From an optimization exercise on the open Yosys and OpenROAD flow, aimed at small area, a short achievable clock period and few clock cycles; shortcuts taken in it are not production practice. In this exercise RTL edits were held to simulation tests only and were not proved equivalent to the original. Power is estimated from default activity; no workload was simulated.

Setup of the baseline:
==> module fhe_vec_top, before the edit <==
module fhe_vec_top #(
  parameter int WIDTH = 4
) (
  input  logic                           clk,
  input  logic                           rstn,
  input  logic                           psel,
  input  logic                           penable,
  input  logic                           pwrite,
  input  logic [fhe_vec_pkg::APB_AW-1:0] paddr,
  input  logic [fhe_vec_pkg::APB_DW-1:0] pwdata,
  output logic [fhe_vec_pkg::APB_DW-1:0] prdata,
  output logic                           pready,
  output logic                           pslverr,
  output logic                           done
);
  localparam int NE   = 64;    
  localparam int LAT  = 8;     
  localparam int LAST = NE + LAT - 1;   
  logic [NE-1:0][15:0] m1;
  logic [NE-1:0][15:0] m2;
  logic [3:0]  op;
  logic [15:0] p;
  logic [16:0] mu;
  logic [15:0] s;
  logic        err;
  logic        run;
  logic        iss;       
  logic [6:0]  cnt;
  logic        setup;
  logic        acc_q;     
  logic        prdy_q;    
  logic        wr_q;
  logic        mem_q;
  logic        bank_q;
  logic [5:0]  ea_q;      
  logic        regok_q;   
  logic [16:0] wd_q;
  logic [16:0] rd_q;
  logic        slverr_q;
  logic        run_next;
  logic        err_next;
  logic        done_next;
  assign setup = psel & ~penable;
  always_ff @(posedge clk) begin
    wr_q    <= pwrite;
    mem_q   <= paddr[15];
    bank_q  <= paddr[14];
    ea_q    <= paddr[5:0];
    regok_q <= ~|paddr[14:3];
    wd_q    <= pwdata[16:0];
    prdy_q  <= ~(setup & ~pwrite);
  end
  logic [NE-1:0]   sel_q;
  logic            iss_next;
  logic [5:0]      cnt_next;
  logic [5:0]      sidx;
  logic [15:0]     e1;
  logic [15:0]     e2;
  assign sidx = iss_next ? cnt_next : paddr[5:0];
  always_ff @(posedge clk) begin
    for (int e = 0; e < NE; e++) begin
      sel_q[e] <= (sidx == 6'(e));
    end
  end
  always_comb begin
    e1 = '0;
    e2 = '0;
    for (int e = 0; e < NE; e++) begin
      e1 = e1 | ({16{sel_q[e]}} & m1[e]);
      e2 = e2 | ({16{sel_q[e]}} & m2[e]);
    end
  end
  always_ff @(posedge clk) begin
    slverr_q <= paddr[15] & (setup ? run_next : run);
  end
  always_ff @(posedge clk) begin
    rd_q <= '0;
    if (mem_q) begin
      rd_q <= {1'b0, bank_q ? e2 : e1};
    end else if (regok_q) begin
      case (ea_q[2:0])
        3'd0: rd_q <= 17'(op);
        3'd1: rd_q <= 17'({err_next, run_next});   
        3'd2: rd_q <= 17'(p);
        3'd3: rd_q <= mu;
        3'd4: rd_q <= 17'(s);
        default: ;
      endcase
    end
  end
  assign pready  = prdy_q;
  assign pslverr = slverr_q;
  assign prdata  = {15'd0, rd_q};
  logic       rw;         
  logic       start_ok;
  logic       start_bad;
  logic       op_valid;
  assign rw        = acc_q & wr_q & ~mem_q & regok_q & ~run;
  assign op_valid  = (wd_q[3:0] >= 4'd1) && (wd_q[3:0] <= 4'd4);
  assign start_ok  = rw & (ea_q[2:0] == 3'd0) & wd_q[8] & op_valid;
  assign start_bad = rw & (ea_q[2:0] == 3'd0) & wd_q[8] & ~op_valid;
  assign done_next = run & (cnt == 7'(LAST));
  assign run_next  = start_ok | (run & ~done_next);
  assign err_next  = start_bad | (err & ~done_next);
  logic [6:0] cnt_next7;
  assign cnt_next7 = start_ok ? 7'd0 : (run ? cnt + 1'b1 : cnt);
  assign cnt_next  = cnt_next7[5:0];
  assign iss_next  = start_ok | (iss & ~(run & (cnt == 7'(NE - 1))));
  always_ff @(posedge clk) begin
    if (!rstn) begin
      op    <= '0;
      p     <= '0;
      mu    <= '0;
      s     <= '0;
      err   <= 1'b0;
      run   <= 1'b0;
      iss   <= 1'b0;
      cnt   <= '0;
      done  <= 1'b0;
      acc_q <= 1'b0;
    end else begin
      acc_q <= setup;
      run   <= run_next;
      err   <= err_next;
      done  <= done_next;
      cnt <= 7'(cnt_next7);
      iss <= iss_next;
      if (rw) begin
        case (ea_q[2:0])
          3'd0: op <= wd_q[3:0];
          3'd2: p  <= wd_q[15:0];
          3'd3: mu <= wd_q[16:0];
          3'd4: s  <= wd_q[15:0];
          default: ;
        endcase
      end
    end
  end
  logic        is_mul;
  logic        is_sc;
  logic [15:0] res_q;
  logic [15:0] a_q, b_q;
  logic [18:0] np3_q;
  assign is_mul = (op == 4'd1) | (op == 4'd2);
  assign is_sc  = (op == 4'd2) | (op == 4'd4);
  always_ff @(posedge clk) begin
    a_q   <= e1;
    b_q   <= is_sc ? s : e2;
    np3_q <= 19'd0 - 19'(p) - {2'd0, p, 1'b0};
  end
  elem_mult u_eng (
    .clk(clk), .a_q(a_q), .b_q(b_q), .mul(is_mul), .p(p), .mu(mu[15:0]),
    .np3(np3_q), .res(res_q)
  );
  logic        ew_d;
  logic        ew_q;       
  logic [5:0]  wi_q;
  logic        wb_q;
  logic        hw;
  logic        wen;
  logic [15:0] wdat;
  assign ew_d = run & (cnt >= 7'(LAT - 1)) & (cnt < 7'(NE + LAT - 1));
  always_ff @(posedge clk) begin
    if (!rstn) begin
      ew_q <= 1'b0;
    end else begin
      ew_q <= ew_d;
    end
    wi_q <= ew_d ? 6'(cnt - 7'(LAT - 1)) : paddr[5:0];
    wb_q <= ~ew_d & paddr[14];
  end
  assign hw   = acc_q & wr_q & mem_q & ~run;   
  assign wen  = ew_q | hw;
  assign wdat = ew_q ? res_q : wd_q[15:0];
  always_ff @(posedge clk) begin
    for (int e = 0; e < NE; e++) begin
      if (wen && !wb_q && wi_q == 6'(e)) m1[e] <= wdat;
      if (wen && wb_q && wi_q == 6'(e)) m2[e] <= wdat;
    end
  end
endmodule
export LEC_CHECK = 0
export CAP_MARGIN = 20
export CELL_PAD_IN_SITES_DETAIL_PLACEMENT = 1
export CELL_PAD_IN_SITES_GLOBAL_PLACEMENT = 1
export CORE_MARGIN = 2
export CORE_UTILIZATION = 40
export CTS_BUF_LIST = sky130_fd_sc_hd__clkbuf_16
export CTS_CLUSTER_DIAMETER = 80
export CTS_CLUSTER_SIZE = 24
export SLEW_MARGIN = 20
create_clock -name core_clock -period 11.0 [get_ports {clk}]
standard.sh (not shown) runs the stock make flow with config.mk's settings and CLKGATE_MAP_FILE= SYNTH_SCRIPT=/design/flow/synth_recipe.tcl, a recipe that flattens the netlist after the stock synthesis.
==> flow/flow/run.sh <==
#!/bin/bash
export SETUP_SLACK_MARGIN=7.5
bash standard.sh > standard.log 2>&1
The final layout from the baseline, which completed every stage, passed the timing, design-rule and antenna checks at the end of the flow.
Testbench counts of the baseline, summed over its fixed seeds: cycles 29,762.
diff inputs: the baseline => the candidate
--- a/flow/design.v
+++ b/flow/design.v
@@ -2594,30 +2594,29 @@
     .clk(clk), .a_q(a_q), .b_q(b_q), .mul(is_mul), .p(p), .mu(mu[15:0]),
     .np3(np3_q), .res(res_q)
   );
   logic        ew_d;
   logic        ew_q;       
+  logic        wen_q;      
   logic [5:0]  wi_q;
   logic        wb_q;
-  logic        hw;
-  logic        wen;
   logic [15:0] wdat;
   assign ew_d = run & (cnt >= 7'(LAT - 1)) & (cnt < 7'(NE + LAT - 1));
   always_ff @(posedge clk) begin
     if (!rstn) begin
-      ew_q <= 1'b0;
+      ew_q  <= 1'b0;
+      wen_q <= 1'b0;
     end else begin
-      ew_q <= ew_d;
+      ew_q  <= ew_d;
+      wen_q <= ew_d | (setup & pwrite & paddr[15] & ~run_next);
     end
     wi_q <= ew_d ? 6'(cnt - 7'(LAT - 1)) : paddr[5:0];
     wb_q <= ~ew_d & paddr[14];
   end
-  assign hw   = acc_q & wr_q & mem_q & ~run;   
-  assign wen  = ew_q | hw;
   assign wdat = ew_q ? res_q : wd_q[15:0];
   always_ff @(posedge clk) begin
     for (int e = 0; e < NE; e++) begin
-      if (wen && !wb_q && wi_q == 6'(e)) m1[e] <= wdat;
-      if (wen && wb_q && wi_q == 6'(e)) m2[e] <= wdat;
+      if (wen_q && !wb_q && wi_q == 6'(e)) m1[e] <= wdat;
+      if (wen_q && wb_q && wi_q == 6'(e)) m2[e] <= wdat;
     end
   end
 endmodule
Findings:
The baseline reports its launching element of the worst setup path as sel_q[20] while the candidate reports sel_q[53]. Diff the baseline -> the candidate: HPWL after detailed placement +0.54%; global-route usage over all layers ~0 delta; number of sequential storage elements ~0 delta; count of pins over their slew limit ~0 delta. Looking at the candidate and the baseline, the parity-gate share of the synthesized area counting xor and xnor cells is a wash. Between the candidate and the baseline, the difference in count of multi-input combinational gates is negligible. The candidate against the baseline: total wire length rose by about 0.4%, share of power burned in combinational logic lower. Going from the baseline to the candidate, the final hold slack was found to have gone down by 0.041 ns. NOTE: final clock period utilization by the worst path in the candidate exceeds that of the baseline. Delta (the candidate minus the baseline): total power of the final layout higher; synthesized cell count higher.
Testbench counts of the candidate, summed over its fixed seeds: cycles 29,762.

-- what the ideal ports hide --
How much do the figures lean on ideal ports? The routed layouts below were timed once more, with nothing changed but the port constraints. Step 1 assumes that a clkbuf_16 drives the clock port and a buf_2 every other input. Step 2 adds t to the input delays and takes it off the output delays; t is the mean of the earliest and latest rising clock arrival at the registers after step 1. Input paths then give back, and output paths get back, about the clock's delay inside the block. Three values: ideal ports, drivers, drivers and shift; two values: the first two.
| run | t (ns) | setup slack, ns | hold slack, ns | pins driven straight from the clock port |
|---|---|---|---|---|
| the baseline | 0.945 | 7.386 / 7.321 / 6.882 | 0.333 / 0.333 / 0.333 | 1 |
| the candidate | 0.975 | 7.307 / 7.307 / 6.982 | 0.291 / 0.291 / 0.291 | 1 |
After both steps setup and hold are still met in every run listed. For the baseline, which loses most, drivers alone change the setup slack by -0.065 ns; drivers and shift together by -0.504 ns.
